Context: an optimization exercise on an open-source flow, tuned for small area and a short achievable clock period. The choices shown serve that exercise and are no tape-out recipe. RTL that was checked went through simulation tests only; none was proved equivalent to the original. No activity file was given, so power comes from the tool's default toggle rates.

// execCore
module execCore
(
	input  logic                       clk,
	input  logic                       rstN,
	input  logic                       instrValid,
	input  logic [15:0]                instr,
	output logic                       wbValid,
	output logic [4-1:0] wbReg,
	output logic [16-1:0]     wbData,
	output logic                       carry,
	output logic                       low,
	output logic                       overflow,
	output logic                       zero,
	output logic                       negative
);
	localparam int W = 16;
	localparam int N = 16;
	logic [4-1:0] srcAddr, dstAddr;
	logic [W-1:0]   regs [N];
	logic [N*W-1:0] words;
	logic [N-1:0]   current, wbHit, dstHit;
	logic [4-1:0] wbRegN;  
	logic         srcIsReg, sub, countImm, wrEn, wrAlu, wrShift, updArith, updCmp;
	logic [W-1:0] immB;
	logic [3:1]   lut;
	assign dstAddr = instr[11:8];
	assign srcAddr = instr[3:0];
	execControl i_control (
		.instrValid (instrValid),
		.instr      (instr),
		.srcIsReg   (srcIsReg),
		.immB       (immB),
		.sub        (sub),
		.lut        (lut),
		.countImm   (countImm),
		.wrEn       (wrEn),
		.wrAlu      (wrAlu),
		.wrShift    (wrShift),
		.updArith   (updArith),
		.updCmp     (updCmp)
	);
	logic [N-1:0] srcSel, dstSel;
	logic         srcBypass, dstBypass;
	logic [W-1:0] opB, dstData;
	always_comb begin
		for (int i = 0; i < N; i++) begin
			words[i*W +: W] = regs[i];
			wbHit[i]        = (wbReg == i);
			dstHit[i]       = (dstAddr == i);
		end
	end
	readSel i_srcSel (
		.addr    (srcAddr),
		.en      (srcIsReg),
		.current (current),
		.wbReg   (~wbRegN),
		.sel     (srcSel),
		.bypass  (srcBypass)
	);
	readSel #(.HAS_EN(1'b0)) i_dstSel (
		.addr    (dstAddr),
		.en      (1'b1),
		.current (current),
		.wbReg   (~wbRegN),
		.sel     (dstSel),
		.bypass  (dstBypass)
	);
	readMux i_srcMux (
		.sel     (srcSel),
		.bypass  (srcBypass),
		.words   (words),
		.wbData  (wbData),
		.extraEn (~srcIsReg),
		.extra   (immB),
		.data   (opB)
	);
	readMux i_dstMux (
		.sel     (dstSel),
		.bypass  (dstBypass),
		.words   (words),
  ...
For scale: about 1300 cells after synthesis, roughly 16000 sq um of cells after synthesis.
clock: 5.5 ns
lec_check: 0
cap_margin: 20
core_margin: 2
core_utilization: 50
setup_slack_margin: 1.5
slew_margin: 20
synth_hierarchical: 1
standard.sh (not shown) runs the stock make flow with config.mk's settings and CLKGATE_MAP_FILE= SYNTH_SCRIPT=/design/flow/synth_recipe.tcl, a recipe that flattens the netlist after the stock synthesis.
==> flow/flow/run.sh <==
#!/bin/bash
# The standard layout, with plain buffers on the ports (instead of the delay
# cells buffer_ports picks by default) and a clock tree of smaller buffers
# without dummy loads.
set -euo pipefail
bash standard.sh finish \
  "BUFFER_PORTS_ARGS=-buffer_cell sky130_fd_sc_hd__buf_2" \
  "CTS_ARGS=-sink_clustering_enable -repair_clock_nets -dont_use_dummy_load -buf_list sky130_fd_sc_hd__clkbuf_8 -sink_clustering_size 16 -sink_clustering_max_diameter 60" \
  > make_finish.log 2>&1
The baseline finished clean.
Rerun with:
Settings changed: CORE_UTILIZATION 50 to 40.
Routed wire length shrinks by 1.0%.
Cell area went up by 0.42%.
Total power shrinks by 0.55%.
Global-route usage drops by 7.4 points.
Combinational power stays flat.
Rerun with:
Settings changed: SETUP_SLACK_MARGIN 1.5 to 2.0.
Worst setup slack improves by 0.039 ns.
Global-route usage increases by 0.94 points.
Total power falls by 0.48%.
First-iteration DRC count fell by 1.1%.
Non-clock buffer count came out lower by 14.
Area after synthesis is unchanged.
Maximum frequency rises by 0.95%.
Core utilization is lower by 0.22 points.
Synthesized cell count stays the same.
Register-to-register slack improved by 0.17 ns.
Rerun with:
==> flow/flow/run.sh (replaced) <==
#!/bin/bash
# The standard layout, with plain buffers on the ports (instead of the delay
# cells buffer_ports picks by default) and a clock tree without dummy loads.
set -euo pipefail
bash standard.sh finish \
  "BUFFER_PORTS_ARGS=-buffer_cell sky130_fd_sc_hd__buf_2" \
  "CTS_ARGS=-sink_clustering_enable -repair_clock_nets -dont_use_dummy_load" \
  > make_finish.log 2>&1
Settings changed: SETUP_SLACK_MARGIN 2.0 to 1.5.
Final area grows by 3.5%.
Total power came out higher by 12%.
Routed wire length increases by 0.91%.
Utilization grows by 1.7 points.
Die area does not change.
Via count climbs by 1.3%.
Critical path depth falls by 2.
Area after synthesis does not change.
Register-to-register slack loses 0.09 ns.

execCore, a different RTL version from the one above (not shown whole).
Size in the first run: ~1,400 cells after synthesis, ~45 I/O pins, ~0.016 mm^2 of cells after synthesis.
Design execCore, start of the top module:
module execCore
(
	input  logic                       clk,
	input  logic                       rstN,
	input  logic                       instrValid,
	input  logic [15:0]                instr,
	output logic                       wbValid,
	output logic [4-1:0] wbReg,
	output logic [16-1:0]     wbData,
	output logic                       carry,
	output logic                       low,
	output logic                       overflow,
	output logic                       zero,
	output logic                       negative
);
export LEC_CHECK = 0
export CAP_MARGIN = 20
export CORE_MARGIN = 2
export CORE_UTILIZATION = 40
export SLEW_MARGIN = 20
create_clock -name core_clock -period 5.5 [get_ports {clk}]
run.sh (not shown) runs the stock make flow with config.mk's settings and CLKGATE_MAP_FILE= SYNTH_SCRIPT=/design/flow/synth_recipe.tcl, a recipe that flattens the netlist after the stock synthesis.
Stock flow here: none of the scripts above is used.
Change:
- GPL_TIMING_DRIVEN: not set -> 0
With this change the flow finished but failed the layout checks on negative setup slack.
Setup slack is worse by 0.33 ns.
Register-to-register slack is worse by 0.44 ns.
Via count went down by 1.9%.
Routed wire length went up by 1.4%.
Cell count went down by 6.4%.
Power went down by 2.7%.
Hold slack is better by 0.0043 ns.
Clock power barely changes.
Utilization went down by 2.4 points.
Die area does not change.
Function was not checked in any run of this note: the RTL went through the layout flow alone.

execCore, a different RTL version from the one above (not shown whole).
For scale: ~45 I/O pins, roughly 16000 sq um of cells after synthesis.
==> flow/config.mk <==
export PLATFORM = sky130hd
export DESIGN_NAME = execCore
export DESIGN_NICKNAME = execCore
export VERILOG_FILES = /design/flow/design.v
export SDC_FILE = /design/flow/constraint.sdc
export NUM_CORES = 4
export LEC_CHECK = 0
export CAP_MARGIN = 20
export CORE_MARGIN = 2
export CORE_UTILIZATION = 50
export SETUP_SLACK_MARGIN = 1.5
export SLEW_MARGIN = 20
export SYNTH_HIERARCHICAL = 1
==> flow/constraint.sdc <==
create_clock -name core_clock -period 5.5 [get_ports {clk}]
set_input_delay 1.1000 -clock core_clock [delete_from_list [all_inputs] [get_ports {clk}]]
set_output_delay 1.1000 -clock core_clock [all_outputs]
set_load 0.01 [all_outputs]
standard.sh (not shown) runs the stock make flow with config.mk's settings and CLKGATE_MAP_FILE= SYNTH_SCRIPT=/design/flow/synth_recipe.tcl, a recipe that flattens the netlist after the stock synthesis.
==> flow/flow/run.sh <==
#!/bin/bash
# The standard layout, with plain buffers on the ports (instead of the delay
# cells buffer_ports picks by default) and a clock tree of smaller buffers
# without dummy loads.
set -euo pipefail
bash standard.sh finish \
  "BUFFER_PORTS_ARGS=-buffer_cell sky130_fd_sc_hd__buf_2" \
  "CTS_ARGS=-sink_clustering_enable -repair_clock_nets -dont_use_dummy_load -buf_list sky130_fd_sc_hd__clkbuf_8 -sink_clustering_size 16 -sink_clustering_max_diameter 60" \
  > make_finish.log 2>&1
The first run went through all stages and came out clean.
Edit:
Settings changed: CORE_UTILIZATION 50 to 40, SETUP_SLACK_MARGIN 1.5 to 2.5.
After rerunning: The changed run ran to the end with no violations; wire length came out higher by 8.6%; die area grows by about 24%; non-clock buffer count went up by 6; power rises by about 3%; synthesized area does not change; register-to-register slack improved by 0.07 ns; cell count went up by 7.1%; design area climbs by 2.2%.
Edit:
Settings changed: SETUP_SLACK_MARGIN 2.5 to 1.5.
Outcome: The changed run passed the timing, design-rule and antenna checks. Power went down by a few percent. Global-route usage went down by 1.5 points. Worst setup slack gains 0.031 ns. Wire length went down by a few percent. Die area is unchanged. Non-clock buffer count went down by 3. Hold slack hardly moves. Sequential share of layout area went up by 0.30 points.
Edit:
==> flow/flow/run.sh (replaced) <==
#!/bin/bash
# The standard layout, with plain buffers on the ports (instead of the delay
# cells buffer_ports picks by default) and a clock tree without dummy loads.
set -euo pipefail
bash standard.sh finish \
  "BUFFER_PORTS_ARGS=-buffer_cell sky130_fd_sc_hd__buf_2" \
  "CTS_ARGS=-sink_clustering_enable -repair_clock_nets -dont_use_dummy_load" \
  > make_finish.log 2>&1
Outcome: Synthesized area stays the same. Power climbs by roughly a tenth. Sequential power stays flat.

==> separate check: timing with driven ports <==
No port has a modelled driver above. Below, the same layouts with a new extraction and two added sets of constraints.
Step 1: set_driving_cell puts a clkbuf_16 on clk and a buf_2 on each other input, an assumption about the parent block.
Step 2 adds t to the input delays and takes it off the output delays; t is the mean of the earliest and latest rising clock arrival at the registers after step 1. Input paths then give back, and output paths get back, about the clock's delay inside the block.
Slacks: ideal ports / drivers / drivers and shift; pairs: ideal ports / drivers.
run | shift t [ns] | setup slack, ns | hold WS [ns]
the first run of note 1 | 0.634 | 1.192 / 1.160 / 0.526 | 0.497 / 0.497 / 0.497
the second run of note 1 | 0.647 | 1.391 / 1.385 / 0.738 | 0.499 / 0.499 / 0.499
the third run of note 1 | 0.659 | 1.429 / 1.420 / 0.761 | 0.496 / 0.496 / 0.496
the fourth run of note 1 | 0.560 | 1.266 / 1.257 / 0.697 | 0.491 / 0.491 / 0.491
the first run of note 2 | 0.589 | 0.277 / 0.307 / -0.283 | 0.479 / 0.479 / 0.479
the second run of note 2 | 0.591 | -0.049 / -0.031 / -0.609 | 0.483 / 0.466 / 0.483
the first run of note 3 | 0.649 | 1.151 / 1.148 / 0.499 | 0.493 / 0.493 / 0.493
the second run of note 3 | 0.663 | 1.109 / 1.116 / 0.453 | 0.497 / 0.497 / 0.497
the third run of note 3 | 0.653 | 1.140 / 1.143 / 0.490 | 0.497 / 0.497 / 0.497
the fourth run of note 3 | 0.557 | 1.052 / 1.057 / 0.500 | 0.491 / 0.491 / 0.491
Met with ideal ports but missed after step 2: setup timing in the first run of note 2. For the third run of note 1, which loses most, drivers alone change the setup slack by -0.009 ns; drivers and shift together by -0.668 ns.
